This is an optimization exercise on Yosys and OpenROAD, whose aim is small area, not a production implementation.
Function was checked by simulation only, so behaviour that the tests miss may differ from the original.
The clock port is modelled as an ideal driver; clocking choices that lean on that would not hold on a real chip.
Power is estimated from default activity; no workload was simulated.

--- flow/design.v ---
package alu_issue_ctrl_pkg;
    localparam int DATA_WIDTH_DEF     = 32;
    localparam int ALU_OPRN_WIDTH_DEF = 6;
    localparam int REG_ADDR_WIDTH_DEF = 5;
    typedef enum logic [1:0] {
        CLR  = 2'd0,   
        RD1  = 2'd1,   
        RD2  = 2'd2,   
        DONE = 2'd3    
    } state_e;
endpackage
module alu_issue_ctrl_register_file
#(
    parameter int DATA_WIDTH     = alu_issue_ctrl_pkg::DATA_WIDTH_DEF,
    parameter int REG_ADDR_WIDTH = alu_issue_ctrl_pkg::REG_ADDR_WIDTH_DEF
) (
    input  logic                  clk_i,
    output logic [DATA_WIDTH-1:0] tap_o,
    input  logic                  we_i,
    input  logic [DATA_WIDTH-1:0] wdata_i
);
    localparam int NREG = (1 << REG_ADDR_WIDTH) - 1;
    logic [DATA_WIDTH-1:0] ring_q [NREG];
    always_ff @(posedge clk_i) begin
        ring_q[0] <= we_i ? wdata_i : ring_q[NREG-1];
        for (int i = 1; i < NREG; i++) begin
            ring_q[i] <= ring_q[i-1];
        end
    end
    assign tap_o = ring_q[NREG-1];
endmodule
module alu_issue_ctrl
#(
    parameter int DATA_WIDTH     = alu_issue_ctrl_pkg::DATA_WIDTH_DEF,
    parameter int ALU_OPRN_WIDTH = alu_issue_ctrl_pkg::ALU_OPRN_WIDTH_DEF,
    parameter int REG_ADDR_WIDTH = alu_issue_ctrl_pkg::REG_ADDR_WIDTH_DEF
) (
    input  logic                      CLK,
    input  logic                      RST,
    input  logic                      REQ_VALID,
    output logic                      REQ_READY,
    input  logic [ALU_OPRN_WIDTH-1:0] REQ_OPRN,
    input  logic [REG_ADDR_WIDTH-1:0] REQ_RS1,
    input  logic [REG_ADDR_WIDTH-1:0] REQ_RS2,
    input  logic [REG_ADDR_WIDTH-1:0] REQ_RD,
    input  logic                      REQ_IMM_SEL,
    input  logic [DATA_WIDTH-1:0]     REQ_IMM,
    output logic [DATA_WIDTH-1:0]     ALU_OP1,
    output logic [DATA_WIDTH-1:0]     ALU_OP2,
    output logic [ALU_OPRN_WIDTH-1:0] ALU_OPRN,
    input  logic [DATA_WIDTH-1:0]     ALU_RESULT,
    output logic                      RSP_VALID,
    input  logic                      RSP_READY,
    output logic [DATA_WIDTH-1:0]     RSP_DATA,
    output logic [REG_ADDR_WIDTH-1:0] RSP_RD
);
    localparam logic [REG_ADDR_WIDTH-1:0] TAG_FIRST = REG_ADDR_WIDTH'(1);
    alu_issue_ctrl_pkg::state_e state_q, state_d;
    logic [REG_ADDR_WIDTH-1:0] tag_q, tag_d;
    logic                      rsp_valid_q, rsp_valid_d;
    logic                      wb_pend_q, wb_pend_d;
    logic [REG_ADDR_WIDTH-1:0] rd_q;
    logic [DATA_WIDTH-1:0]     x_q;
    logic [DATA_WIDTH-1:0] tap;
    logic                  rf_we;
    logic                  rs1_zero, rs2_zero;
    logic                  cap_a, cap_r, wb_now;
    assign rs1_zero = (REQ_RS1 == '0);
    assign rs2_zero = (REQ_RS2 == '0);
    assign cap_a  = (state_q == alu_issue_ctrl_pkg::RD1) && REQ_VALID &&
                    (rs1_zero || (tag_q == REQ_RS1));
    assign cap_r  = (state_q == alu_issue_ctrl_pkg::RD2) && REQ_VALID &&
                    (REQ_IMM_SEL || rs2_zero || (tag_q == REQ_RS2));
    assign wb_now = wb_pend_q && (tag_q == rd_q);
    assign rf_we  = (state_q == alu_issue_ctrl_pkg::CLR) || wb_now;
    alu_issue_ctrl_register_file #(
        .DATA_WIDTH     (DATA_WIDTH),
        .REG_ADDR_WIDTH (REG_ADDR_WIDTH)
    ) u_register_file (
        .clk_i   (CLK),
        .tap_o   (tap),
        .we_i    (rf_we),
        .wdata_i (x_q)
    );
    always_comb begin
        state_d     = state_q;
        tag_d       = {tag_q[3:0], tag_q[4] ^ tag_q[2]};
        rsp_valid_d = rsp_valid_q;
        wb_pend_d   = wb_pend_q;
        unique case (state_q)
            alu_issue_ctrl_pkg::CLR: begin
                wb_pend_d = 1'b0;
                if (tag_d == TAG_FIRST && !wb_pend_q) state_d = alu_issue_ctrl_pkg::RD1;
            end
            alu_issue_ctrl_pkg::RD1:
                if (cap_a) state_d = alu_issue_ctrl_pkg::RD2;
            alu_issue_ctrl_pkg::RD2:
                if (cap_r) begin
                    state_d     = alu_issue_ctrl_pkg::DONE;
                    rsp_valid_d = 1'b1;
                    wb_pend_d   = (REQ_RD != '0);
                end
            alu_issue_ctrl_pkg::DONE: begin
                if (RSP_READY) rsp_valid_d = 1'b0;
                if (wb_now)    wb_pend_d   = 1'b0;
                if (!rsp_valid_d && !wb_pend_d) state_d = alu_issue_ctrl_pkg::RD1;
            end
            default: state_d = alu_issue_ctrl_pkg::CLR;
        endcase
    end
    always_ff @(posedge CLK or posedge RST) begin
        if (RST) begin
            state_q     <= alu_issue_ctrl_pkg::CLR;
            tag_q       <= TAG_FIRST;
            rsp_valid_q <= 1'b0;
            wb_pend_q   <= 1'b1;
        end else begin
            state_q     <= state_d;
            tag_q       <= tag_d;
            rsp_valid_q <= rsp_valid_d;
            wb_pend_q   <= wb_pend_d;
        end
    end
    always_ff @(posedge CLK) begin
        if (state_q == alu_issue_ctrl_pkg::CLR || cap_a)
            x_q <= (state_q == alu_issue_ctrl_pkg::CLR || rs1_zero) ? '0 : tap;
        else if (cap_r)
            x_q <= ALU_RESULT;
        if (cap_r)
            rd_q <= REQ_RD;
    end
    assign REQ_READY = cap_r;
    assign RSP_VALID = rsp_valid_q;
    assign RSP_DATA  = x_q;
    assign RSP_RD    = rd_q;
    assign ALU_OP1   = x_q;
    assign ALU_OP2   = REQ_IMM_SEL ? REQ_IMM : (rs2_zero ? '0 : tap);
    assign ALU_OPRN  = REQ_OPRN;
endmodule
--- flow/flow/run.sh ---
#!/bin/bash
# Standard layout (standard.sh, unchanged synthesis), with smaller port
# buffers, a clock tree built from small buffers without dummy loads, and
# data-path cells downsized after CTS where timing allows.
set -euo pipefail
cat >> config.mk <<CFG
export BUFFER_PORTS_ARGS = -buffer_cell sky130_fd_sc_hd__buf_1
export CTS_ARGS = -sink_clustering_enable -repair_clock_nets -dont_use_dummy_load -buf_list sky130_fd_sc_hd__clkbuf_4 -sink_clustering_size 10 -sink_clustering_max_diameter 40
export POST_CTS_TCL = $(pwd)/flow/post_cts.tcl
CFG
bash standard.sh finish > flow_make.log 2>&1
--- flow/flow/post_cts.tcl ---
# After CTS: downsize data-path cells that have slack to spare, then
# legalise the placement again.
estimate_parasitics -placement
repair_timing -recover_power 100 -setup_margin 0.3 -verbose
detailed_placement
check_placement -verbose
--- flow/standard.sh ---
#!/bin/bash
# synth_recipe.tcl (not shown) runs the flow's synth.tcl, then flattens the netlist and writes it again
# the make line also repeats each setting of config.mk as NAME=value (left out here)
make -C /OpenROAD-flow-scripts/flow DESIGN_CONFIG=/design/flow/config.mk WORK_HOME=/design/flow/orfs CLKGATE_MAP_FILE= SYNTH_SCRIPT=/design/flow/synth_recipe.tcl "${@:-finish}"
--- flow/config.mk ---
export PLATFORM = sky130hd
export DESIGN_NAME = alu_issue_ctrl
export DESIGN_NICKNAME = alu_issue_ctrl
export VERILOG_FILES = /design/flow/design.v
export SDC_FILE = /design/flow/constraint.sdc
export NUM_CORES = 4
export LEC_CHECK = 0
export ABC_AREA = 1
export CAP_MARGIN = 20
export CORE_MARGIN = 2
export CORE_UTILIZATION = 60
export PLACE_DENSITY = 0.75
export SLEW_MARGIN = 20
export BUFFER_PORTS_ARGS = -buffer_cell sky130_fd_sc_hd__buf_1
export CTS_ARGS = -sink_clustering_enable -repair_clock_nets -dont_use_dummy_load -buf_list sky130_fd_sc_hd__clkbuf_4 -sink_clustering_size 10 -sink_clustering_max_diameter 40
export POST_CTS_TCL = /design/flow/flow/post_cts.tcl
--- flow/constraint.sdc ---
create_clock -name core_clock -period 5.0 [get_ports {CLK}]
set_input_delay 1.0000 -clock core_clock [delete_from_list [all_inputs] [get_ports {CLK}]]
set_output_delay 1.0000 -clock core_clock [all_outputs]
set_load 0.01 [all_outputs]
==> results_dict.tcl, run 1 <==
set metrics [dict create \
    netSwitchingPower_mw 2.28 \
    min_period_ns 3.86 \
    syn2layout_area_growth_pct 7.74 \
    place_hpwl_mm 18.1 \
    synthArstFlopShare_pct 0.867 \
    synth_most_common_cell "dfxtp_1" \
    synth_cell_type_count 28 \
    finalSetupViolations 0 \
    crit_path_frequent_cell "nand2_1" \
    critPathCaptureType "output port" \
    cap_violations 0 \
    worst_pin_slew_ns 0.984 \
    synthTopCellsByArea "dfxtp_1 (85%), edfxtp_1 (4.8%), nand2_1 (2.5%), o21ai_0 (1.4%), buf_4 (1.2%)" \
    ant_nets 0 \
    finClkSkew_ns 0.0367 \
    yosysWarnings 3 \
    nFillCells 2763 \
    netlist.area_leader.share_pct 85.4 \
    coreArea_sq_um 38500 \
    synth_top_family_by_area "simple AND/OR/NAND/NOR gates" \
    avgSynthCellArea_sq_um 16.1 \
    nets 1793 \
    grt_pass1_wl_mm 49.3 \
    portBuffers 186 \
    synthAdderAreaFrac_pct 0.215 \
    synth_compound_area_share_pct 2.78 \
    p_per_area_nw_per_um2 465 \
    path_cells "buf_1, nor2_1, nand3_1, nand2_1, clkbuf_1, inv_1, nand2_1, nand2_1, inv_1, buf_1" \
    tritoncts "built" \
    synth.area.mux_share_pct 0 \
    clkSlewWorstSetupHoldPaths_ns 0.10 \
    leakage_nw 9.97 \
    p_comb_share_pct 0.7 \
    post_drt_wl_per_cell_um 13.9 \
    critPathRequiredTime_ns 4.00 \
    synth_edf_count 37 \
    period_share_pct 77.3 \
    final_core_util_pct 65.2 \
    drv_slew 0 \
    crit_start "REQ_RS2[2]" \
    dieArea_sq_um 40400 \
    power_frac_seq_pct 71.2 \
    insertion_delay_ns 0.79 \
    syn_inst 1445 \
    seq_area_frac_synth_pct 91.1 \
    cp_max_fo 17 \
    fin_cells 2216 \
    synth_commonest_cells "dfxtp_1 (992), nand2_1 (152), o21ai_0 (64)" \
    r2r-start "tag_q[0]" \
    viasPerCell 4.43 \
    first_iter_violations 436 \
    grt_start_max_net_pins 35 \
    fin_tns_setup_ns 0 \
    vdd_drop_max_uv 236 \
    fp.dieW_um 201 \
    antenna_found_initial 1 \
    cp_data_arrival_time_ns 2.86 \
    grt_pass1_vias 9813 \
    max_stage_delay_ns 0.73 \
    dr.pass1.iters 4 \
    start_util_pct 60.5 \
    critPathBufInv 5 \
    drive_gt1_share_pct 7.66 \
    worstSetupPathType "in2out" \
    netlist_area_sq_um 23300 \
    p_sw_share_pct 19.5 \
    rows 72 \
    rsz0062_at_grt "false" \
    p_int_mw 9.39 \
    yosysTopAreaCell "dfxtp_1" \
    num_io_pins 199 \
    drc 0 \
    track_usage_pct 15.6 \
    synth-xor-area-share_pct 0.151 \
    synth_ff_type "dfxtp_1" \
    hold_violations 0 \
    hp-class "in2async" \
    routed_wl_mm 30.8 \
    die_height_um 201 \
    outcome "complete, no violations" \
    cts_sinks 1038 \
    vias 9815 \
    grt.overflow.total 0 \
    synth-seq-cells 1038 \
    place_inst 2098 \
    clock_power_share_pct 28.1 \
    syn-num-nets 1539 \
    startpoint_type "input port" \
    slew_headroom_pct 34.4 \
    timing.fmax_ghz 0.259 \
    cpMaxStageDelayCell "clkbuf_1" \
    synthSimpleGateAreaFrac_pct 3.00 \
    crit_family "buffers and inverters" \
    routabilityCongestion 0.862 \
]
-- power by group through the flow --
stage,clock [mW],sequential (mW),combinational [mW]
global placement,0,8.50,0.0776
global route,3.76,8.31,0.0885
finish,3.28,8.30,0.0793
detailed placement,0,8.50,0.0799
floorplan,0,8.50,0.0376
-- cell families (layout without fill, tap and decap cells) --
group / count (synthesis) / count (layout)
AOI/OAI and AO/OA: 103 / 103
xor gates and xnor gates: 4 / 4
adders and majority gates: 4 / 4
buffers and inverters: 118 / 370
DFF: 1038 / 1038
other: 0 / 1
and+or+nand+nor: 178 / 178
-- state kept, by name (all words and copies together), names as in the netlist --
signal / count
u_register_file.ring_q: 992
rsp_valid_q: 1
rd_q: 5
x_q: 32
wb_pend_q: 1
tag_q: 5
state_q: 2
-- layout make-up --
cell class	count	area, sq um	share of cell area, %
flip-flops and latches	1038	21200	84.6
multi-input cells	289	1330	5.29
clock buffers	115	863	3.44
repair buffers	194	795	3.17
well taps	518	648	2.59
inverters	61	229	0.914
diodes	1	2.50	0.00999
-- routing by layer --
metal	global-route usage, %	vias up	wire length, um
li1	-	4953	-
met5	0	-	0
met1	22.0	4537	15300
met3	4.27	66	1540
met4	6.51	0	743
met2	22.8	259	13200
-- placed cells by master, fill, tap and decap left out --
master / synthesis / layout
dfxtp_1: 992 / 992
buf_1: 0 / 184
nand2_1: 152 / 152
clkbuf_4: 0 / 115
o21ai_0: 64 / 95
inv_1: 58 / 59
edfxtp_1: 37 / 37
nor2_1: 10 / 10
nand3_1: 9 / 10
dfrtp_1: 7 / 7
ha_1: 4 / 4
nand4_1: 3 / 3
clkbuf_1: 10 / 3
inv_2: 3 / 2
xor2_1: 2 / 2
xnor2_1: 2 / 2
o21ai_1: 7 / 2
nor3_1: 2 / 2
o21ai_2: 28 / 2
clkbuf_2: 1 / 2
buf_12: 0 / 2
buf_4: 38 / 2
diode_2: 0 / 1
a21oi_1: 1 / 1
o21ai_4: 1 / 1
a21oi_4: 1 / 1
nand2_2: 1 / 1
a22oi_1: 1 / 1
buf_16: 0 / 1
dfstp_1: 0 / 1
dfstp_2: 2 / 1
-- final timing paths --
path | cells past startpoint | slack [ns] | end
worst min-delay path | 2 | 0.17 | rsp_valid_q
max in group asynchronous | 2 | 4.53 | tag_q[0]
worst max register to register | 9 | 2.19 | x_q[20]
min in group core_clock | 0 | 0.29 | u_register_file.ring_q[30][24]
worst min register to register | 0 | 0.29 | u_register_file.ring_q[30][24]
worst max-delay path | 10 | 1.14 | REQ_READY
-- through the flow --
step / setup slack [ns] / hold slack [ns] / power [mW] / area [sq um]
floorplan: 2.26 / 0.310 / 8.53 / 23300
global placement: 1.67 / 0.310 / 8.57 / 24300
detailed placement: 1.64 / 0.312 / 8.58 / 24300
global route: 0.907 / 0.102 / 12.2 / 25100
finish: 1.14 / 0.171 / 11.7 / 25100
==> run 2, diff against run 1 <==
==> flow/flow/run.sh (replaced) <==
#!/bin/bash
# Standard layout (standard.sh, unchanged synthesis), with smaller port
# buffers, combinational logic re-mapped for area after floorplan, a clock
# tree built from small buffers without dummy loads, and data-path cells
# downsized after CTS where timing allows.
set -euo pipefail
cat >> config.mk <<CFG
export BUFFER_PORTS_ARGS = -buffer_cell sky130_fd_sc_hd__buf_1
export CTS_ARGS = -sink_clustering_enable -repair_clock_nets -dont_use_dummy_load -buf_list sky130_fd_sc_hd__clkbuf_4 -sink_clustering_size 10 -sink_clustering_max_diameter 40
export POST_CTS_TCL = $(pwd)/flow/post_cts.tcl
export POST_FLOORPLAN_TCL = $(pwd)/flow/post_floorplan.tcl
CFG
bash standard.sh finish > flow_make.log 2>&1
==> flow/flow/filt_lib.py (new file) <==
# Write a copy of a liberty file without the given cells (for restructure,
# which does not honour set_dont_use).
import re, sys
src, dst = sys.argv[1], sys.argv[2]
drop = set(sys.argv[3:])
text = open(src).read()
out = []
i = 0
pat = re.compile(r'^\s*cell\s*\(\s*"?([A-Za-z0-9_]+)"?\s*\)\s*\{', re.M)
pos = 0
for m in pat.finditer(text):
    if m.start() < pos:
        continue
    name = m.group(1)
    # find the matching closing brace
    depth = 0
    j = m.end() - 1
    while True:
        c = text[j]
        if c == '{':
            depth += 1
        elif c == '}':
            depth -= 1
            if depth == 0:
                break
        j += 1
    if name in drop:
        out.append(text[pos:m.start()])
        pos = j + 1
open(dst, 'w').write(''.join(out) + text[pos:])
==> flow/flow/post_floorplan.tcl (new file) <==
# After floorplan: re-map the combinational logic for area with ABC
# (registers are left as synthesis made them). restructure does not honour
# set_dont_use, so it reads a copy of the library without the don't-use cells.
set lib [lindex $::env(LIB_FILES) 0]
set rmp_dir $::env(OBJECTS_DIR)/rmp
file mkdir $rmp_dir
set rmp_lib $rmp_dir/restructure.lib
exec python3 [file dirname [info script]]/filt_lib.py $lib $rmp_lib {*}$::env(DONT_USE_CELLS)
report_design_area
restructure -liberty_file $rmp_lib -target area \
  -tielo_port sky130_fd_sc_hd__conb_1/LO -tiehi_port sky130_fd_sc_hd__conb_1/HI \
  -work_dir $rmp_dir -abc_logfile $::env(LOG_DIR)/2_1_restructure_abc.log
report_design_area
--- a/flow/config.mk
+++ b/flow/config.mk
@@ -7,10 +7,11 @@
 export LEC_CHECK = 0
 export ABC_AREA = 1
-export CAP_MARGIN = 20
+export CAP_MARGIN = 0
 export CORE_MARGIN = 2
 export CORE_UTILIZATION = 60
 export PLACE_DENSITY = 0.75
-export SLEW_MARGIN = 20
+export SLEW_MARGIN = 0
 export BUFFER_PORTS_ARGS = -buffer_cell sky130_fd_sc_hd__buf_1
 export CTS_ARGS = -sink_clustering_enable -repair_clock_nets -dont_use_dummy_load -buf_list sky130_fd_sc_hd__clkbuf_4 -sink_clustering_size 10 -sink_clustering_max_diameter 40
 export POST_CTS_TCL = /design/flow/flow/post_cts.tcl
+export POST_FLOORPLAN_TCL = /design/flow/flow/post_floorplan.tcl
==> run 2 against run 1 <==
Synthesized area unchanged. Sequential cell count unchanged. Still clean on timing, DRC and antenna. Worst setup slack improved by 0.31 ns. Routed wire length decreased by 1.9%. Hold slack improved by 0.12 ns. Critical path type is now reg2out.
==> results_dict.tcl, run 2 <==
set metrics [dict create \
    die_height_um 201 \
    netlist_area_sq_um 23300 \
    layout_common_cells "dfxtp_1 (992), buf_1 (185), clkbuf_4 (117)" \
    finClkSkew_ns 0.0489 \
    startpoint_type "register" \
    synth_ff_type "dfxtp_1" \
    period_share_pct 71.1 \
    routed_wl_mm 30.2 \
    place_hpwl_mm 17.3 \
    finalSetupViolations 0 \
    vias 9554 \
    syn2layout_area_growth_pct 7.05 \
    synth_commonest_cells "dfxtp_1 (992), nand2_1 (152), o21ai_0 (64)" \
    drc 0 \
    yosysTopAreaCell "dfxtp_1" \
    tritoncts "built" \
    p_sw_share_pct 22.7 \
    largest_register_ffs 992 \
    netlist.area_leader.share_pct 85.4 \
    viasPerCell 4.50 \
    regMostFlops "u_register_file.ring_q" \
    drv_slew 0 \
    hp-class "reg2reg" \
    rows 72 \
    grt_start_max_net_pins 47 \
    synthArstFlopShare_pct 0.867 \
    synthSimpleGateAreaFrac_pct 3.00 \
    r2r.worst_path.cells 7 \
    ant_nets 0 \
    fin_tns_setup_ns 0 \
    synth-xor-area-share_pct 0.151 \
    fin_cells 2124 \
    synth_cell_type_count 28 \
    clock_power_share_pct 18.9 \
    min_period_ns 3.56 \
    synth_top_family_by_area "simple AND/OR/NAND/NOR gates" \
    synth_edf_count 37 \
    grt_pass1_wl_mm 49.4 \
    post_dp_cell_area_sq_um 24000 \
    critPathCaptureType "output port" \
    synthAdderAreaFrac_pct 0.215 \
    worstSetupPathType "reg2out" \
    rsz0062_at_grt "false" \
    insertion_delay_ns 0.77 \
    avgSynthCellArea_sq_um 16.1 \
    slew_headroom_pct 32.0 \
    cts_sinks 1038 \
    portBuffers 186 \
    p_per_area_nw_per_um2 704 \
    p_int_mw 13.6 \
    track_usage_pct 15.5 \
    dr.pass1.iters 5 \
    r2r_setup_slack_ns 2.01 \
    synth-seq-cells 1038 \
    antenna_found_initial 2 \
    crit_start "tag_q[2]" \
    place_inst 2003 \
    num_io_pins 199 \
    nets 1696 \
    grt.overflow.total 0 \
    critPathRequiredTime_ns 4.00 \
    final_core_util_pct 64.7 \
    layout_top_registers "u_register_file.ring_q x992, x_q x32" \
    timing.fmax_ghz 0.281 \
    cp_data_arrival_time_ns 2.56 \
    synth_most_common_cell "dfxtp_1" \
    synth_compound_area_share_pct 2.78 \
    cap_violations 0 \
    timing.hold.ws_ns 0.288 \
    syn_inst 1445 \
    r2r-end "u_register_file.ring_q[0][19]" \
    final_cell_area_sq_um 24900 \
    vdd_drop_max_uv 369 \
    routabilityCongestion 0.824 \
    outcome "complete, no violations" \
    fp.dieW_um 201 \
    cp_max_fo 8 \
    seq_area_frac_synth_pct 91.1 \
    nFillCells 2754 \
    drive_gt1_share_pct 7.92 \
    hold_start "u_register_file.ring_q[11][16]" \
    synthTopCellsByArea "dfxtp_1 (85%), edfxtp_1 (4.8%), nand2_1 (2.5%), o21ai_0 (1.4%), buf_4 (1.2%)" \
    post_drt_wl_per_cell_um 14.2 \
    crit_end "REQ_READY" \
    power_frac_seq_pct 74.7 \
    clkSlewWorstSetupHoldPaths_ns 0.10 \
    hold_violations 0 \
    dieArea_sq_um 40400 \
    layout_commonest_cell "dfxtp_1" \
    p_comb_share_pct 6.4 \
    first_iter_violations 367 \
    coreArea_sq_um 38500 \
    leakage_nw 10.0 \
    syn-num-nets 1539 \
    r2r-start "tag_q[2]" \
    start_util_pct 60.5 \
    worst_pin_slew_ns 1.02 \
    grt_pass1_vias 9717 \
    netSwitchingPower_mw 3.99 \
    synth.area.mux_share_pct 0 \
    yosysWarnings 3 \
]
-- run 2: cell counts after synthesis --
No cell type changed its count.
-- run 2: kinds of logic (layout without fill, tap and decap cells) --
kind of cell | after synthesis | in the layout
AOI/OAI and AO/OA | 103 | 124
buffers and inverters | 118 | 384
and+or+nand+nor | 178 | 58
other | 0 | 2
adders and majority gates | 4 | 0
DFF | 1038 | 1038
xor gates and xnor gates | 4 | 0
-- run 2: power groups by stage --
stage | clock [mW] | combinational (mW) | sequential [mW]
after floorplan | 0 | 0.0376 | 8.50
after global placement | 0 | 1.09 | 13.2
after detailed placement | 0 | 1.11 | 13.3
after global routing | 3.83 | 1.23 | 13.5
final | 3.31 | 1.13 | 13.1
-- run 2: cell type report --
class | instances | area, sq um | share of cell area, %
Clock buffer | 117 | 878 | 3.53
Sequential cell | 1038 | 21200 | 85.1
Inverter | 74 | 278 | 1.12
Tap cell | 518 | 648 | 2.60
Antenna cell | 2 | 5.00 | 0.0201
Multi-Input combinational cell | 182 | 1120 | 4.51
Timing Repair Buffer | 193 | 769 | 3.09
-- run 2: per-stage QoR --
| step | power, mW | setup WS, ns |
|---|---|---|
| after floorplan | 8.53 | 2.26 |
| after global placement | 14.3 | 1.51 |
| after detailed placement | 14.4 | 1.39 |
| after global routing | 18.6 | 1.24 |
| final | 17.5 | 1.44 |
-- run 2: layer usage --
metal	vias to the layer above	track usage (%)	share of wire (%)
li1	4781	-	-
met1	4425	22.2	50
met2	290	21.8	42
met3	58	4.14	5.4
met4	0	7.88	2.4
met5	-	0	0
-- run 2: worst max-delay path, cell delays in order (launching register included) --
cell	delay (ns)
dfrtp_1	0.40
clkinv_1	0.24
o2bb2ai_1	0.20
a221oi_1	0.19
and3b_1	0.20
o2111a_1	0.36
buf_1	0.19
-- run 2: worst min path at each step --
stage,to,depth (start not counted)
floorplan,u_register_file.ring_q[10][0],0
global placement,u_register_file.ring_q[2][31],0
detailed placement,u_register_file.ring_q[10][5],0
global route,u_register_file.ring_q[12][16],0
finish,u_register_file.ring_q[12][16],0
==> run 3, diff against run 2 <==
--- a/flow/config.mk
+++ b/flow/config.mk
@@ -7,9 +7,9 @@
 export LEC_CHECK = 0
 export ABC_AREA = 1
-export CAP_MARGIN = 0
+export CAP_MARGIN = 20
 export CORE_MARGIN = 2
 export CORE_UTILIZATION = 60
 export PLACE_DENSITY = 0.75
-export SLEW_MARGIN = 0
+export SLEW_MARGIN = 20
 export BUFFER_PORTS_ARGS = -buffer_cell sky130_fd_sc_hd__buf_1
 export CTS_ARGS = -sink_clustering_enable -repair_clock_nets -dont_use_dummy_load -buf_list sky130_fd_sc_hd__clkbuf_4 -sink_clustering_size 10 -sink_clustering_max_diameter 40
==> run 3 against run 2 <==
Still clean on timing, DRC and antenna. Critical path depth fell by 1. Hold slack improved by 0.0011 ns. Sequential cell count did not move. Utilization rose by 0.065 points. Worst setup slack got worse by 0.0024 ns. Global-route usage did not move. Clock skew rose by 0.00070 ns. Routed wire length rose by 0.28%. Power barely moved. Via count barely moved. Critical endpoint unchanged.
==> results_dict.tcl, run 3 <==
set metrics [dict create \
    hold_end "u_register_file.ring_q[12][16]" \
    post_dp_cell_area_sq_um 24000 \
    antenna_found_initial 2 \
    syn-num-nets 1539 \
    cp_data_arrival_time_ns 2.56 \
    grt_pass1_vias 9717 \
    layout_common_cells "dfxtp_1 (992), buf_1 (185), clkbuf_4 (117)" \
    syn_inst 1445 \
    grt_start_max_net_pins 47 \
    use_met2_pct 21.8 \
    p_per_area_nw_per_um2 704 \
    startpoint_type "register" \
    nets 1697 \
    drive_gt1_share_pct 7.98 \
    r2r_setup_slack_ns 1.97 \
    synth_most_common_cell "dfxtp_1" \
    num_io_pins 199 \
    min_period_ns 3.56 \
    clock_power_share_pct 18.9 \
    synth_cell_type_count 28 \
    drv_slew 0 \
    syn2layout_area_growth_pct 7.15 \
    cp_max_fo 8 \
    post_drt_wl_per_cell_um 14.3 \
    leakage_nw 10.1 \
    start_util_pct 60.5 \
    p_sw_share_pct 22.8 \
    hold_violations 0 \
    critPathCaptureType "output port" \
    routed_wl_mm 30.3 \
    place_inst 2003 \
    worstSetupPathType "reg2out" \
    fp.dieW_um 201 \
    coreArea_sq_um 38500 \
    yosysWarnings 3 \
    finalSetupViolations 0 \
    timing.hold.ws_ns 0.289 \
    finClkSkew_ns 0.0496 \
    grt_use_met1_pct 22.2 \
    hold_start "u_register_file.ring_q[11][16]" \
    final_cell_area_sq_um 24900 \
    slew_headroom_pct 32.0 \
    met3_usage_pct 4.14 \
    dieArea_sq_um 40400 \
    ant_nets 0 \
    place_hpwl_mm 17.3 \
    routabilityCongestion 0.824 \
    rows 72 \
    dp_slack_ns 1.39 \
    cts_sinks 1038 \
    avgSynthCellArea_sq_um 16.1 \
    synth_ff_type "dfxtp_1" \
    power_frac_seq_pct 74.7 \
    tritoncts "built" \
    vias 9548 \
    p_int_mw 13.6 \
    portBuffers 186 \
    netSwitchingPower_mw 3.99 \
    worst_pin_slew_ns 1.02 \
    setup_ws_ns 1.44 \
    track_usage_pct 15.5 \
    grt_pass1_wl_mm 49.4 \
    top_usage_layer "met1" \
    p_comb_share_pct 6.4 \
    layout_top_registers "u_register_file.ring_q x992, x_q x32" \
    first_iter_violations 415 \
    insertion_delay_ns 0.77 \
    synth_commonest_cells "dfxtp_1 (992), nand2_1 (152), o21ai_0 (64)" \
    r2r-end "u_register_file.ring_q[0][19]" \
    worstHoldPathCells 0 \
    drc 0 \
    vdd_drop_max_uv 369 \
    viasPerCell 4.50 \
    regMostFlops "u_register_file.ring_q" \
    dr.pass1.iters 5 \
    clkSlewWorstSetupHoldPaths_ns 0.10 \
    synth-seq-cells 1038 \
    period_share_pct 71.2 \
    fin_tns_setup_ns 0 \
    synth_edf_count 37 \
    die_height_um 201 \
    layout_commonest_cell "dfxtp_1" \
    outcome "complete, no violations" \
    synthTopCellsByArea "dfxtp_1 (85%), edfxtp_1 (4.8%), nand2_1 (2.5%), o21ai_0 (1.4%), buf_4 (1.2%)" \
    largest_register_ffs 992 \
    fin_cells 2124 \
    r2r-start "tag_q[2]" \
    rsz0062_at_grt "false" \
    timing.fmax_ghz 0.281 \
    netlist.area_leader.share_pct 85.4 \
    grt.overflow.total 0 \
    hp-class "reg2reg" \
    cap_violations 0 \
    critPathRequiredTime_ns 4.00 \
    yosysTopAreaCell "dfxtp_1" \
    netlist_area_sq_um 23300 \
    synthArstFlopShare_pct 0.867 \
    seq_area_frac_synth_pct 91.1 \
    nFillCells 2749 \
    r2r.worst_path.cells 7 \
]
[run 3: cell counts after synthesis]
No cell type changed its count.
[run 3: cell type report]
| class | instances | area [sq um] | share of cell area (%) |
|---|---|---|---|
| Sequential cell | 1038 | 21200 | 85.0 |
| Multi-Input combinational cell | 182 | 1120 | 4.51 |
| Inverter | 74 | 278 | 1.11 |
| Antenna cell | 1 | 2.50 | 0.0100 |
| Tap cell | 518 | 648 | 2.60 |
| Clock buffer | 117 | 878 | 3.52 |
| Timing Repair Buffer | 194 | 797 | 3.20 |
[run 3: metal layers]
layer	routed length, um	share of wire (%)	up-vias
met2	12800	42	271
met3	1680	5.5	59
li1	-	-	4778
met4	775	2.6	0
met1	15100	50	4440
met5	0	0	-
[run 3: critical path, cell delays in order (launching register included)]
cell	delay [ns]
dfstp_1	0.56
clkinv_1	0.17
a221oi_1	0.30
and3b_1	0.20
o2111a_1	0.36
buf_1	0.19
[run 3: how the worst max path moves through the flow]
stage	cells past startpoint	start	endpoint	slack, ns
detailed placement	5	REQ_RS2[2]	x_q[5]	1.39
global placement	6	REQ_RS2[2]	ALU_OP2[24]	1.51
floorplan	5	REQ_IMM_SEL	ALU_OP2[10]	2.26
finish	5	tag_q[0]	REQ_READY	1.44
global route	6	tag_q[2]	REQ_READY	1.24
[run 3: per-stage QoR]
step / power, mW / utilization, %
global placement: 14.3 / 62.4
global route: 18.6 / 64.8
finish: 17.5 / 64.8
detailed placement: 14.4 / 62.4
floorplan: 8.53 / -
[run 3: kinds of logic after synthesis]
family                     count (synthesis)  share of synthesized area (%)
DFF                                     1038                           91.1
and+or+nand+nor                          178                           3.00
buffers and inverters                    118                           2.73
AOI/OAI and AO/OA                        103                           2.78
xor gates and xnor gates                   4                          0.151
adders and majority gates                  4                          0.215
[run 3: power by group through the flow]
stage | logic (mW) | clock network, mW | registers [mW]
final | 1.13 | 3.31 | 13.1
after floorplan | 0.0376 | 0 | 8.50
after detailed placement | 1.11 | 0 | 13.3
after global placement | 1.09 | 0 | 13.2
after global routing | 1.23 | 3.83 | 13.5
==> run 4, diff against run 3 <==
--- a/flow/design.v
+++ b/flow/design.v
@@ -23,10 +23,10 @@
     logic [DATA_WIDTH-1:0] ring_q [NREG];
     always_ff @(posedge clk_i) begin
-        ring_q[0] <= we_i ? wdata_i : ring_q[NREG-1];
+        ring_q[0] <= we_i ? ~wdata_i : ring_q[NREG-1];
         for (int i = 1; i < NREG; i++) begin
             ring_q[i] <= ring_q[i-1];
         end
     end
-    assign tap_o = ring_q[NREG-1];
+    assign tap_o = ~ring_q[NREG-1];
 endmodule
 module alu_issue_ctrl
--- a/flow/config.mk
+++ b/flow/config.mk
@@ -7,9 +7,9 @@
 export LEC_CHECK = 0
 export ABC_AREA = 1
-export CAP_MARGIN = 20
+export CAP_MARGIN = 0
 export CORE_MARGIN = 2
 export CORE_UTILIZATION = 60
 export PLACE_DENSITY = 0.75
-export SLEW_MARGIN = 20
+export SLEW_MARGIN = 0
 export BUFFER_PORTS_ARGS = -buffer_cell sky130_fd_sc_hd__buf_1
 export CTS_ARGS = -sink_clustering_enable -repair_clock_nets -dont_use_dummy_load -buf_list sky130_fd_sc_hd__clkbuf_4 -sink_clustering_size 10 -sink_clustering_max_diameter 40
==> run 4 against run 3 <==
Critical path depth rose by 1. Clock skew rose by 0.0074 ns. Routed wire length rose by 2.4%. Hold slack got worse by 0.17 ns. Cell area fell by 0.63%. Die area fell by 1.2%. Register-to-register slack got worse by 0.34 ns. Count of clock-buffer cells in the layout did not move. Utilization rose by 0.96 points.
==> results_dict.tcl, run 4 <==
set metrics [dict create \
    p_sw_share_pct 22.8 \
    vdd_drop_max_uv 387 \
    worst_pin_slew_ns 0.999 \
    synthArstFlopShare_pct 0.867 \
    p_comb_share_pct 6.3 \
    period_share_pct 89.6 \
    coreArea_sq_um 37700 \
    layout_top_registers "u_register_file.ring_q x992, x_q x32" \
    synth_top_family_by_area "simple AND/OR/NAND/NOR gates" \
    min_period_ns 4.48 \
    num_io_pins 199 \
    routed_wl_mm 31.0 \
    yosysWarnings 3 \
    largest_register_ffs 992 \
    layout_commonest_cell "dfxtp_1" \
    track_usage_pct 16.1 \
    synth_commonest_cells "dfxtp_1 (992), nand2_1 (118), o21ai_0 (62)" \
    synth.area.mux_share_pct 0 \
    final_core_util_pct 65.8 \
    synth_edf_count 37 \
    antenna_found_initial 1 \
    routabilityCongestion 0.753 \
    insertion_delay_ns 0.80 \
    synth_ff_type "dfxtp_1" \
    fin_tns_setup_ns 0 \
    viasPerCell 4.56 \
    synth-xor-area-share_pct 0.229 \
    seq_area_frac_synth_pct 92.2 \
    regMostFlops "u_register_file.ring_q" \
    drc 0 \
    synthTopCellsByArea "dfxtp_1 (86%), edfxtp_1 (4.8%), nand2_1 (1.9%), o21ai_0 (1.4%), buf_4 (1.3%)" \
    cap_violations 0 \
    synthAdderAreaFrac_pct 0.218 \
    drv_slew 0 \
    critPathRequiredTime_ns 4.00 \
    die_height_um 200 \
    clock_power_share_pct 18.7 \
    vias 9650 \
    cp_data_arrival_time_ns 3.48 \
    portBuffers 186 \
    hold_violations 0 \
    synth_compound_area_share_pct 2.30 \
    synth-seq-cells 1038 \
    drive_gt1_share_pct 7.91 \
    rsz0062_at_grt "false" \
    critPathCaptureType "output port" \
    tritoncts "built" \
    grt.overflow.total 0 \
    avgSynthCellArea_sq_um 16.3 \
    synth_cell_type_count 23 \
    timing.fmax_ghz 0.223 \
    outcome "complete, no violations" \
    fin_cells 2117 \
    layout_common_cells "dfxtp_1 (992), buf_1 (184), clkbuf_4 (117)" \
    rows 71 \
    first_iter_violations 402 \
    fp.dieW_um 200 \
    netSwitchingPower_mw 4.02 \
    grt_pass1_vias 9778 \
    slew_headroom_pct 33.4 \
    syn_inst 1409 \
    dieArea_sq_um 39900 \
    syn-num-nets 1503 \
    power_frac_seq_pct 75.0 \
    cts_sinks 1038 \
    finalSetupViolations 0 \
    dp_slack_ns 1.18 \
    ant_nets 0 \
    yosysTopAreaCell "dfxtp_1" \
    synth_most_common_cell "dfxtp_1" \
    worstSetupPathType "reg2out" \
    dr.pass1.iters 5 \
    nets 1697 \
    startpoint_type "register" \
    clkSlewWorstSetupHoldPaths_ns 0.11 \
    setup_ws_ns 0.518 \
    place_inst 1997 \
    p_per_area_nw_per_um2 712 \
    finClkSkew_ns 0.0570 \
    hp-class "in2async" \
    grt_start_max_net_pins 50 \
    post_drt_wl_per_cell_um 14.7 \
    netlist_area_sq_um 23000 \
    place_hpwl_mm 18.0 \
    p_int_mw 13.6 \
    netlist.area_leader.share_pct 86.4 \
    syn2layout_area_growth_pct 7.76 \
    cp_max_fo 6 \
    synthSimpleGateAreaFrac_pct 2.96 \
    grt_pass1_wl_mm 49.0 \
    leakage_nw 10.0 \
    start_util_pct 61.0 \
]
-- run 4: cell count changes in the layout (fill, tap and decap cells not counted), sizes merged, moves of 3 or more --
| cell | change |
|---|---|
| a21oi | +32 |
| nor2 | +32 |
| o2bb2ai | -32 |
| clkinv | -31 |
| clkbuf | +3 |
-- run 4: worst max-delay path, cell delays in order, from the launching register on --
cell      delay [ns]
dfstp_1         0.55
clkinv_1        0.29
a221oi_1        0.46
a31oi_1         0.21
nor4_1          0.68
clkbuf_1        0.34
buf_1           0.19
-- run 4: cell families after synthesis --
kind of cell	after synthesis
flops	1038
simple gates	175
compound gates	102
buf+inv	84
xor+xnor	6
fa+ha+maj	4
-- run 4: per-stage QoR --
step	total power, mW	cell area, sq um	hold slack [ns]
2_1_floorplan	8.53	23000	0.310
3_3_place_gp	14.4	23900	0.311
3_5_place_dp	14.5	23900	0.312
5_1_grt	18.7	24800	0.0366
6_report	17.6	24800	0.117
-- run 4: power by group through the flow --
stage               clock [mW]  combinational (mW)  sequential [mW]
floorplan                    0              0.0372             8.50
global placement             0                1.03             13.3
detailed placement           0                1.07             13.4
global route              3.80                1.22             13.6
finish                    3.31                1.11             13.2
-- run 4: metal layers --
layer | wire, um | GRT usage [%]
met1 | 15000 | 22.6
met2 | 13100 | 22.9
met3 | 1970 | 4.35
met4 | 960 | 8.59
met5 | 0 | 0
-- run 4: path summary, 6_finish.rpt --
| path | startpoint | to | depth (start not counted) | slack, ns |
|---|---|---|---|---|
| min in group core_clock | u_register_file.ring_q[0][3] | u_register_file.ring_q[1][3] | 0 | 0.29 |
| max in group asynchronous | RST | tag_q[0] | 2 | 4.60 |
| setup reg to reg | tag_q[0] | x_q[6] | 6 | 1.63 |
| setup / recovery | tag_q[0] | REQ_READY | 6 | 0.52 |
| hold / removal | RST | tag_q[2] | 2 | 0.12 |
| hold reg to reg | u_register_file.ring_q[0][3] | u_register_file.ring_q[1][3] | 0 | 0.29 |
-- run 4: final cells by class --
class,instances,area (sq um)
antenna,1,2.50
inverter,43,161
clock buffer,117,878
sequential,1038,21200
multi-input combinational,213,1110
fill,2709,12900
timing repair buffer,194,781
tap,511,639
==> run 5, diff against run 4 <==
--- a/flow/flow/run.sh
+++ b/flow/flow/run.sh
@@ -7,5 +7,5 @@
 cat >> config.mk <<CFG
 export BUFFER_PORTS_ARGS = -buffer_cell sky130_fd_sc_hd__buf_1
-export CTS_ARGS = -sink_clustering_enable -repair_clock_nets -dont_use_dummy_load -buf_list sky130_fd_sc_hd__clkbuf_4 -sink_clustering_size 10 -sink_clustering_max_diameter 40
+export CTS_ARGS = -sink_clustering_enable -repair_clock_nets -dont_use_dummy_load -buf_list sky130_fd_sc_hd__clkbuf_4 -sink_clustering_size 11 -sink_clustering_max_diameter 45
 export POST_CTS_TCL = $(pwd)/flow/post_cts.tcl
 export POST_FLOORPLAN_TCL = $(pwd)/flow/post_floorplan.tcl
--- a/flow/config.mk
+++ b/flow/config.mk
@@ -13,5 +13,5 @@
 export SLEW_MARGIN = 0
 export BUFFER_PORTS_ARGS = -buffer_cell sky130_fd_sc_hd__buf_1
-export CTS_ARGS = -sink_clustering_enable -repair_clock_nets -dont_use_dummy_load -buf_list sky130_fd_sc_hd__clkbuf_4 -sink_clustering_size 10 -sink_clustering_max_diameter 40
+export CTS_ARGS = -sink_clustering_enable -repair_clock_nets -dont_use_dummy_load -buf_list sky130_fd_sc_hd__clkbuf_4 -sink_clustering_size 11 -sink_clustering_max_diameter 45
 export POST_CTS_TCL = /design/flow/flow/post_cts.tcl
 export POST_FLOORPLAN_TCL = /design/flow/flow/post_floorplan.tcl
==> run 5 against run 4 <==
Critical endpoint unchanged. Still clean on timing, DRC and antenna. Highest routed layer unchanged. Power shrank 0.70%. Final cell count fell by 0.52%. Largest power group unchanged. Routed wire length decreased by 0.31%. Sequential cell count stayed put. Critical path depth stayed put.
==> results_dict.tcl, run 5 <==
set metrics [dict create \
    insertion_delay_ns 0.81 \
    clock_power_share_pct 18.2 \
    netlist_area_sq_um 23000 \
    use_met2_pct 22.6 \
    crit_family "buffers and inverters" \
    r2r-start "tag_q[0]" \
    dr.pass1.iters 4 \
    critPathBufInv 3 \
    seq_area_frac_synth_pct 92.2 \
    finalSetupViolations 0 \
    cap_violations 0 \
    portBuffers 186 \
    syn_inst 1409 \
    dieArea_sq_um 39900 \
    critPathCaptureType "output port" \
    rsz0062_at_grt "false" \
    ant_nets 0 \
    place_hpwl_mm 18.0 \
    startpoint_type "register" \
    fin_tns_setup_ns 0 \
    final_core_util_pct 65.5 \
    min_period_ns 4.40 \
    netlist.area_leader.share_pct 86.4 \
    start_util_pct 61.0 \
    p_int_mw 13.5 \
    crit_start "tag_q[0]" \
    cpMaxStageDelayCell "nor4_1" \
    cts_sinks 1038 \
    met3_usage_pct 4.64 \
    synth_cell_type_count 23 \
    synthTopCellsByArea "dfxtp_1 (86%), edfxtp_1 (4.8%), nand2_1 (1.9%), o21ai_0 (1.4%), buf_4 (1.3%)" \
    track_usage_pct 16.0 \
    coreArea_sq_um 37700 \
    vdd_drop_max_uv 402 \
    fp.dieW_um 200 \
    first_iter_violations 381 \
    regMostFlops "u_register_file.ring_q" \
    top_usage_layer "met1" \
    vias 9548 \
    post_drt_wl_per_cell_um 14.7 \
    finClkSkew_ns 0.0601 \
    die_height_um 200 \
    netSwitchingPower_mw 4.01 \
    p_sw_share_pct 22.9 \
    cp_max_fo 6 \
    yosysWarnings 3 \
    grt_pass1_wl_mm 48.7 \
    critPathRequiredTime_ns 4.00 \
    tritoncts "built" \
    hold_violations 0 \
    nets 1685 \
    routabilityCongestion 0.753 \
    synth-seq-cells 1038 \
    viasPerCell 4.53 \
    period_share_pct 88.1 \
    layout_commonest_cell "dfxtp_1" \
    outcome "complete, no violations" \
    layout_common_cells "dfxtp_1 (992), buf_1 (184), clkbuf_4 (105)" \
    slew_headroom_pct 33.8 \
    leakage_nw 9.97 \
    nFillCells 2687 \
    cp_data_arrival_time_ns 3.40 \
    largest_register_ffs 992 \
    p_per_area_nw_per_um2 710 \
    grt.overflow.total 0 \
    worstSetupPathType "reg2out" \
    yosysTopAreaCell "dfxtp_1" \
    drc 0 \
    hp-class "in2async" \
    synth_edf_count 37 \
    synth_most_common_cell "dfxtp_1" \
    worst_pin_slew_ns 0.992 \
    antenna_found_initial 2 \
    grt_use_met1_pct 22.7 \
    clkSlewWorstSetupHoldPaths_ns 0.12 \
    power_frac_seq_pct 75.5 \
    syn-num-nets 1503 \
    synthArstFlopShare_pct 0.867 \
    rows 71 \
    path_cells "clkinv_1, a221oi_1, a31oi_1, nor4_1, clkbuf_1, buf_1" \
    num_io_pins 199 \
    grt_start_max_net_pins 50 \
    p_comb_share_pct 6.3 \
    avgSynthCellArea_sq_um 16.3 \
    drive_gt1_share_pct 7.22 \
    max_stage_delay_ns 0.65 \
    layout_top_registers "u_register_file.ring_q x992, x_q x32" \
    synth_commonest_cells "dfxtp_1 (992), nand2_1 (118), o21ai_0 (62)" \
    syn2layout_area_growth_pct 7.38 \
    grt_pass1_vias 9598 \
    synth_ff_type "dfxtp_1" \
    routed_wl_mm 30.9 \
    timing.hold.ws_ns 0.117 \
    drv_slew 0 \
    timing.fmax_ghz 0.227 \
]
run 5: cell count changes in the layout (fill, tap and decap cells not counted):
cell      change
clkbuf_4     -12
diode_2       +1
run 5: kinds of logic (layout without fill, tap and decap cells):
kind of cell	after synthesis	count (layout)	share of synthesized area [%]
flip-flops	1038	1038	92.2
AND/OR/NAND/NOR	175	88	2.96
AO/OA/AOI/OAI	102	125	2.30
buffers and inverters	84	342	2.07
XOR/XNOR	6	0	0.229
adder cells (fa/ha/maj)	4	0	0.218
other	0	2	0
run 5: path summary, 6_finish.rpt:
| check | to | slack, ns | cells past startpoint |
|---|---|---|---|
| setup / recovery | REQ_READY | 0.60 | 6 |
| hold / removal | rsp_valid_q | 0.12 | 2 |
| setup reg to reg | x_q[9] | 1.71 | 6 |
| hold reg to reg | u_register_file.ring_q[28][16] | 0.28 | 0 |
| max in group asynchronous | wb_pend_q | 4.60 | 2 |
| min in group core_clock | u_register_file.ring_q[28][16] | 0.28 | 0 |
run 5: final cells by class:
class                   count  area, sq um  share of cell area [%]
inverters                  43          161                   0.654
diodes                      2         5.00                  0.0203
flip-flops and latches   1038        21200                    85.9
clock buffers             105          788                    3.19
well taps                 511          639                    2.59
repair buffers            194          781                    3.16
multi-input cells         213         1110                    4.49
run 5: routing by layer:
metal / share of wire, % / vias to the layer above
met5: 0 / -
met4: 3.1 / 0
met3: 5.4 / 90
met2: 41 / 255
met1: 50 / 4469
li1: - / 4734
run 5: power groups by stage:
stage | Clock (mW) | Combinational, mW | Sequential (mW)
6_report | 3.18 | 1.11 | 13.2
5_1_grt | 3.66 | 1.22 | 13.6
3_5_place_dp | 0 | 1.07 | 13.4
3_3_place_gp | 0 | 1.03 | 13.3
2_1_floorplan | 0 | 0.0372 | 8.50
run 5: metrics by stage:
stage	cells	power [mW]	instance area, sq um	setup slack [ns]
6_report	2106	17.5	24700	0.597
5_1_grt	2106	18.5	24700	0.287
3_5_place_dp	1997	14.5	23900	1.18
3_3_place_gp	1997	14.4	23900	1.17
2_1_floorplan	1409	8.53	23000	2.23
==> run 6, diff against run 5 <==
--- a/flow/design.v
+++ b/flow/design.v
@@ -23,10 +23,10 @@
     logic [DATA_WIDTH-1:0] ring_q [NREG];
     always_ff @(posedge clk_i) begin
-        ring_q[0] <= we_i ? ~wdata_i : ring_q[NREG-1];
+        ring_q[0] <= we_i ? wdata_i : ring_q[NREG-1];
         for (int i = 1; i < NREG; i++) begin
             ring_q[i] <= ring_q[i-1];
         end
     end
-    assign tap_o = ~ring_q[NREG-1];
+    assign tap_o = ring_q[NREG-1];
 endmodule
 module alu_issue_ctrl
==> run 6 against run 5 <==
Hold slack gained 0.15 ns. Combinational power is essentially flat. Routed wire length shrank 3.0%. Final cell count grew 0.24%. Count of clock-buffer cells in the layout is the same. Worst setup slack gained 0.85 ns. Global-route usage shrank 0.65 points. Synthesized area grew 1.2%. Register-to-register slack gained 0.34 ns. Maximum frequency grew 24%. Sequential share of layout area shrank 0.44 points. Via count shrank 0.27%. Critical path type is now in2out. Largest cell class unchanged. Highest routed layer unchanged.
==> results_dict.tcl, run 6 <==
set metrics [dict create \
    grt_use_met1_pct 22.1 \
    routed_wl_mm 30.0 \
    regMostFlops "u_register_file.ring_q" \
    syn_inst 1445 \
    critPathCaptureType "output port" \
    synth_cell_type_count 28 \
    netlist.area_leader.share_pct 85.4 \
    place_hpwl_mm 17.3 \
    r2r-start "tag_q[2]" \
    leakage_nw 9.99 \
    r2r_setup_slack_ns 2.05 \
    first_iter_violations 397 \
    max_stage_delay_ns 0.52 \
    hold_end "u_register_file.ring_q[13][9]" \
    drv_slew 0 \
    synth-seq-cells 1038 \
    synth_edf_count 37 \
    cts_sinks 1038 \
    vias 9522 \
    top_usage_layer "met1" \
    grt_pass1_wl_mm 48.9 \
    outcome "complete, no violations" \
    r2r.worst_path.cells 7 \
    grt.overflow.total 0 \
    grt_pass1_vias 9566 \
    synth_commonest_cells "dfxtp_1 (992), nand2_1 (152), o21ai_0 (64)" \
    netlist_area_sq_um 23300 \
    critPathBufInv 3 \
    grt_start_max_net_pins 47 \
    synth_most_common_cell "dfxtp_1" \
    worstHoldPathCells 0 \
    worst_pin_slew_ns 1.01 \
    viasPerCell 4.51 \
    cp_data_arrival_time_ns 2.56 \
    die_height_um 201 \
    timing.fmax_ghz 0.281 \
    startpoint_type "input port" \
    ant_nets 0 \
    largest_register_ffs 992 \
    avgSynthCellArea_sq_um 16.1 \
    synth_ff_type "dfxtp_1" \
    antenna_found_initial 2 \
    crit_family "buffers and inverters" \
    hp-class "reg2reg" \
    insertion_delay_ns 0.74 \
    finClkSkew_ns 0.0467 \
    period_share_pct 71.1 \
    layout_common_cells "dfxtp_1 (992), buf_1 (185), clkbuf_4 (105)" \
    finalSetupViolations 0 \
    yosysWarnings 3 \
    dr.pass1.iters 6 \
    num_io_pins 199 \
    cap_violations 0 \
    p_per_area_nw_per_um2 701 \
    post_drt_wl_per_cell_um 14.2 \
    layout_top_registers "u_register_file.ring_q x992, x_q x32" \
    path_cells "buf_1, nor3_1, a21o_1, buf_4, o21ai_0, buf_1" \
    fp.dieW_um 201 \
    vdd_drop_max_uv 302 \
    coreArea_sq_um 38500 \
    portBuffers 186 \
    routabilityCongestion 0.824 \
    layout_commonest_cell "dfxtp_1" \
    drc 0 \
    cpMaxStageDelayCell "a21o_1" \
    cp_max_fo 21 \
    setup_ws_ns 1.44 \
    tritoncts "built" \
    syn-num-nets 1539 \
    crit_start "REQ_RS2[2]" \
    use_met2_pct 21.8 \
    slew_headroom_pct 32.6 \
    critPathRequiredTime_ns 4.00 \
    synthArstFlopShare_pct 0.867 \
    seq_area_frac_synth_pct 91.1 \
    dieArea_sq_um 40400 \
    rows 72 \
    min_period_ns 3.56 \
    dp_slack_ns 1.39 \
    crit_path_frequent_cell "buf_1" \
    clkSlewWorstSetupHoldPaths_ns 0.10 \
    hold_start "u_register_file.ring_q[12][9]" \
    r2r-end "u_register_file.ring_q[0][19]" \
    drive_gt1_share_pct 7.22 \
    met3_usage_pct 3.77 \
    rsz0062_at_grt "false" \
    nFillCells 2750 \
    worstSetupPathType "in2out" \
    start_util_pct 60.5 \
    hold_violations 0 \
    track_usage_pct 15.4 \
    syn2layout_area_growth_pct 6.65 \
    yosysTopAreaCell "dfxtp_1" \
    fin_tns_setup_ns 0 \
    synthTopCellsByArea "dfxtp_1 (85%), edfxtp_1 (4.8%), nand2_1 (2.5%), o21ai_0 (1.4%), buf_4 (1.2%)" \
    nets 1684 \
]
## run 6: cell types whose count changed after synthesis, sizes merged
cell and change:
clkbuf +1, buf -1, inv +34, o21ai +33, nand2 +35, a21oi -32, xnor2 -1, xor2 -1
nor2 -32
## run 6: metrics by stage
step	util, %	instances	area, sq um	power, mW	hold slack, ns
final	64.5	2111	24800	17.4	0.268
after global routing	64.5	2111	24800	18.4	0.258
after detailed placement	62.4	2003	24000	14.4	0.312
after global placement	62.4	2003	24000	14.3	0.310
after floorplan	-	1445	23300	8.53	0.310
## run 6: kinds of logic after synthesis
logic type      share of synthesized area (%)
xor+xnor                                0.151
flops                                    91.1
simple gates                             3.00
buf+inv                                  2.73
fa+ha+maj                               0.215
compound gates                           2.78
## run 6: final cells by class
cell class	count	area [sq um]	share of cell area [%]
clock buffers	105	788	3.18
multi-input cells	182	1120	4.53
inverters	74	278	1.12
diodes	1	2.50	0.0101
flip-flops and latches	1038	21200	85.4
repair buffers	193	769	3.10
well taps	518	648	2.61
## run 6: worst max path at each step
stage | to | slack (ns) | cells past startpoint
after global routing | ALU_OP2[26] | 1.26 | 6
after detailed placement | x_q[5] | 1.39 | 5
after global placement | ALU_OP2[24] | 1.51 | 6
final | ALU_OP2[7] | 1.44 | 6
after floorplan | ALU_OP2[10] | 2.26 | 5
## run 6: routing by layer
metal / share of wire [%] / routed length (um)
met2: 42 / 12700
met1: 50 / 15000
met4: 2.4 / 729
met3: 5.1 / 1540
met5: 0 / 0
## run 6: power by group
group	internal (mW)	leakage [nW]	total [mW]	switching, mW
sequential	12.1	8.79	13.1	0.969
clock	0.968	0.483	3.16	2.19
combinational	0.348	0.722	1.13	0.779
total	13.4	9.99	17.4	3.94
==> run 7, diff against run 6 <==
--- a/flow/design.v
+++ b/flow/design.v
@@ -23,10 +23,10 @@
     logic [DATA_WIDTH-1:0] ring_q [NREG];
     always_ff @(posedge clk_i) begin
-        ring_q[0] <= we_i ? wdata_i : ring_q[NREG-1];
+        ring_q[0] <= we_i ? ~wdata_i : ring_q[NREG-1];
         for (int i = 1; i < NREG; i++) begin
             ring_q[i] <= ring_q[i-1];
         end
     end
-    assign tap_o = ring_q[NREG-1];
+    assign tap_o = ~ring_q[NREG-1];
 endmodule
 module alu_issue_ctrl
@@ -122,9 +122,14 @@
         end
     end
+    logic x_ld_tap, x_ld_res, x_hold;
+    logic [DATA_WIDTH-1:0] x_d;
+    assign x_ld_tap = (state_q == alu_issue_ctrl_pkg::CLR) || cap_a;
+    assign x_ld_res = !x_ld_tap && cap_r;
+    assign x_hold   = !x_ld_tap && !cap_r;
+    assign x_d = ({DATA_WIDTH{x_ld_tap && !(state_q == alu_issue_ctrl_pkg::CLR || rs1_zero)}} & tap) |
+                 ({DATA_WIDTH{x_ld_res}} & ALU_RESULT) |
+                 ({DATA_WIDTH{x_hold}} & x_q);
     always_ff @(posedge CLK) begin
-        if (state_q == alu_issue_ctrl_pkg::CLR || cap_a)
-            x_q <= (state_q == alu_issue_ctrl_pkg::CLR || rs1_zero) ? '0 : tap;
-        else if (cap_r)
-            x_q <= ALU_RESULT;
+        x_q <= x_d;
         if (cap_r)
             rd_q <= REQ_RD;
==> run 7 against run 6 <==
Final cell count is 0.24% higher. Utilization shrank 0.62 points. Combinational power shrank 36%. Highest routed layer unchanged. Largest power group unchanged. Synthesized cell count rose by 5.1%. Non-clock buffer count up 1. Synthesized area rose by 0.15%. Cell area fell by 0.96%. Register-to-register slack got worse by 0.67 ns. Power decreased by 21%. Count of clock-buffer cells in the layout fell by 1. Clock skew down 0.0088 ns.
==> results_dict.tcl, run 7 <==
set metrics [dict create \
    outcome "complete, no violations" \
    drc 0 \
    post_drt_wl_per_cell_um 14.1 \
    p_per_area_nw_per_um2 562 \
    insertion_delay_ns 0.76 \
    grt_start_max_net_pins 40 \
    leakage_nw 9.70 \
    synth_ff_type "dfxtp_1" \
    cp_max_fo 21 \
    coreArea_sq_um 38500 \
    critPathCaptureType "output port" \
    regMostFlops "u_register_file.ring_q" \
    grt_pass1_vias 9710 \
    clkSlewWorstSetupHoldPaths_ns 0.10 \
    rsz0062_at_grt "false" \
    syn-num-nets 1612 \
    rows 72 \
    start_util_pct 60.6 \
    crit_start "REQ_RS2[2]" \
    r2r.worst_path.cells 8 \
    synthAdderAreaFrac_pct 0.215 \
    routabilityCongestion 0.838 \
    synthArstFlopShare_pct 0.867 \
    multi_input_area_sq_um 1190 \
    synthSimpleGateAreaFrac_pct 5.10 \
    fp.dieW_um 201 \
    synth-seq-cells 1038 \
    synth_top_family_by_area "simple AND/OR/NAND/NOR gates" \
    layout_commonest_cell "dfxtp_1" \
    place_inst 2007 \
    routed_wl_mm 29.8 \
    fin_cells 2116 \
    largest_register_ffs 992 \
    slew_headroom_pct 9.87 \
    dr.pass1.iters 7 \
    post_dp_cell_area_sq_um 23800 \
    drive_gt1_share_pct 7.28 \
    timing.hold.ws_ns 0.134 \
    period_share_pct 86.4 \
    die_height_um 201 \
    startpoint_type "input port" \
    portBuffers 186 \
    cp_data_arrival_time_ns 3.32 \
    grt_pass1_wl_mm 48.2 \
    antenna_found_initial 3 \
    synth.area.mux_share_pct 0 \
    seq_area_frac_synth_pct 89.6 \
    layout_top_registers "u_register_file.ring_q x992, x_q x32" \
    synthTopCellsByArea "dfxtp_1 (88%), nand2_1 (2.4%), buf_4 (1.2%), a21oi_2 (1.1%), nand4_1 (0.91%)" \
    num_io_pins 199 \
    vias 9654 \
    dieArea_sq_um 40400 \
    worst_pin_slew_ns 1.35 \
    place_hpwl_mm 17.2 \
    nFillCells 2788 \
    syn_inst 1518 \
    nets 1686 \
    layout_common_cells "dfxtp_1 (1024), buf_1 (184), clkbuf_4 (104)" \
    viasPerCell 4.56 \
    track_usage_pct 15.0 \
    synth_edf_count 5 \
    cap_violations 0 \
    final_cell_area_sq_um 24600 \
    avgSynthCellArea_sq_um 15.3 \
    yosysWarnings 3 \
    synth_compound_area_share_pct 1.99 \
    yosysTopAreaCell "dfxtp_1" \
    regArea_sq_um 20900 \
    critPathRequiredTime_ns 4.00 \
    drv_slew 0 \
    cts_sinks 1038 \
    hp-class "in2async" \
    fin_tns_setup_ns 0 \
    synth_commonest_cells "dfxtp_1 (1024), nand2_1 (151), inv_1 (56)" \
    finalSetupViolations 0 \
    r2r_setup_slack_ns 1.38 \
    vdd_drop_max_uv 287 \
    first_iter_violations 660 \
    tritoncts "built" \
    r2r-end "u_register_file.ring_q[0][3]" \
    timing.fmax_ghz 0.231 \
    finClkSkew_ns 0.0378 \
    netlist_area_sq_um 23300 \
    worstSetupPathType "in2out" \
    syn2layout_area_growth_pct 5.47 \
    synth_most_common_cell "dfxtp_1" \
    grt.overflow.total 0 \
    synth-xor-area-share_pct 0.188 \
    min_period_ns 4.32 \
    netlist.area_leader.share_pct 88.0 \
    final_core_util_pct 63.9 \
    r2r-start "tag_q[1]" \
    ant_nets 0 \
    synth_cell_type_count 26 \
    hold_violations 0 \
]
## run 7: cell types whose count changed after synthesis, moves of 28 or more
cell,delta
edfxtp_1,-32
dfxtp_1,+32
nand3_1,+32
o21ai_0,-30
a21oi_2,+28
nor2_1,+34
o21ai_2,-28
nand4_1,+31
## run 7: area by class of cell
type	count	share of cell area [%]
repair buffers	194	3.13
clock buffers	104	3.18
flip-flops and latches	1038	85.0
multi-input cells	180	4.85
inverters	78	1.19
diodes	4	0.0407
well taps	518	2.64
## run 7: metal layers
layer | global-route usage, % | vias up | routed length [um]
met5 | 0 | - | 0
met4 | 7.75 | 0 | 1080
met3 | 3.94 | 77 | 1480
met2 | 21.1 | 263 | 12300
met1 | 21.4 | 4535 | 14900
li1 | - | 4779 | -
## run 7: per-stage QoR
step / power, mW / setup slack, ns
finish: 13.8 / 0.680
detailed placement: 10.9 / 1.32
global route: 14.5 / 0.540
floorplan: 8.50 / 2.16
global placement: 10.8 / 1.51
## run 7: how the worst max path moves through the flow
stage,endpoint,cells after the start
after floorplan,REQ_READY,8
after global placement,x_q[29],9
after detailed placement,x_q[6],9
after global routing,ALU_OP2[14],6
final,ALU_OP2[22],6
## run 7: worst max-delay path, stage by stage
cell	delay (ns)
buf_1	0.11
nor3_1	0.27
a21o_1	0.54
clkbuf_1	0.97
o21ai_0	0.23
buf_1	0.19
## run 7: logic make-up after synthesis
kind of cell    Yosys count
flops                  1038
simple gates            276
buf+inv                 126
compound gates           69
xor+xnor                  5
fa+ha+maj                 4
## run 7: power breakdown
part | switching (mW) | internal (mW) | leakage (nW)
sequential | 0.391 | 9.56 | 8.48
combinational | 0.506 | 0.215 | 0.740
clock | 2.17 | 0.961 | 0.479

==> separate check: timing with driven ports <==
The results above use ideal ports. As a check the final layouts listed here were re-extracted and re-timed, cells and wires unchanged.
Step 1 sets driving cells, clkbuf_16 on the clock port and buf_2 on the other inputs (assumed; they add their load-dependent delay and slew).
Step 2 adds t to the input delays and takes it off the output delays; t is the mean of the earliest and latest rising clock arrival at the registers after step 1. Input paths then give back, and output paths get back, about the clock's delay inside the block.
Slacks: ideal ports / drivers / drivers and shift; pairs: ideal ports / drivers.
run | shift t [ns] | slack for setup (ns) | worst hold slack (ns) | clock arrival spread, ns
run 1 | 0.809 | 1.136 / 1.110 / 1.110 | 0.171 / 0.147 / 0.292 | 0.063 / 0.063
run 2 | 0.803 | 1.444 / 1.395 / 1.422 | 0.288 / 0.288 / 0.288 | 0.066 / 0.067
run 3 | 0.802 | 1.441 / 1.392 / 1.427 | 0.289 / 0.289 / 0.289 | 0.062 / 0.062
run 4 | 0.810 | 0.518 / 0.473 / 1.027 | 0.117 / 0.096 / 0.289 | 0.077 / 0.076
run 5 | 0.807 | 0.597 / 0.553 / 1.078 | 0.117 / 0.098 / 0.283 | 0.100 / 0.100
run 6 | 0.785 | 1.444 / 1.412 / 1.421 | 0.268 / 0.268 / 0.268 | 0.087 / 0.087
run 7 | 0.792 | 0.680 / 0.659 / 0.659 | 0.134 / 0.109 / 0.299 | 0.041 / 0.040
After both steps setup and hold are still met in every run listed. For run 1, which loses most, drivers alone change the setup slack by -0.026 ns; drivers and shift together by -0.026 ns.
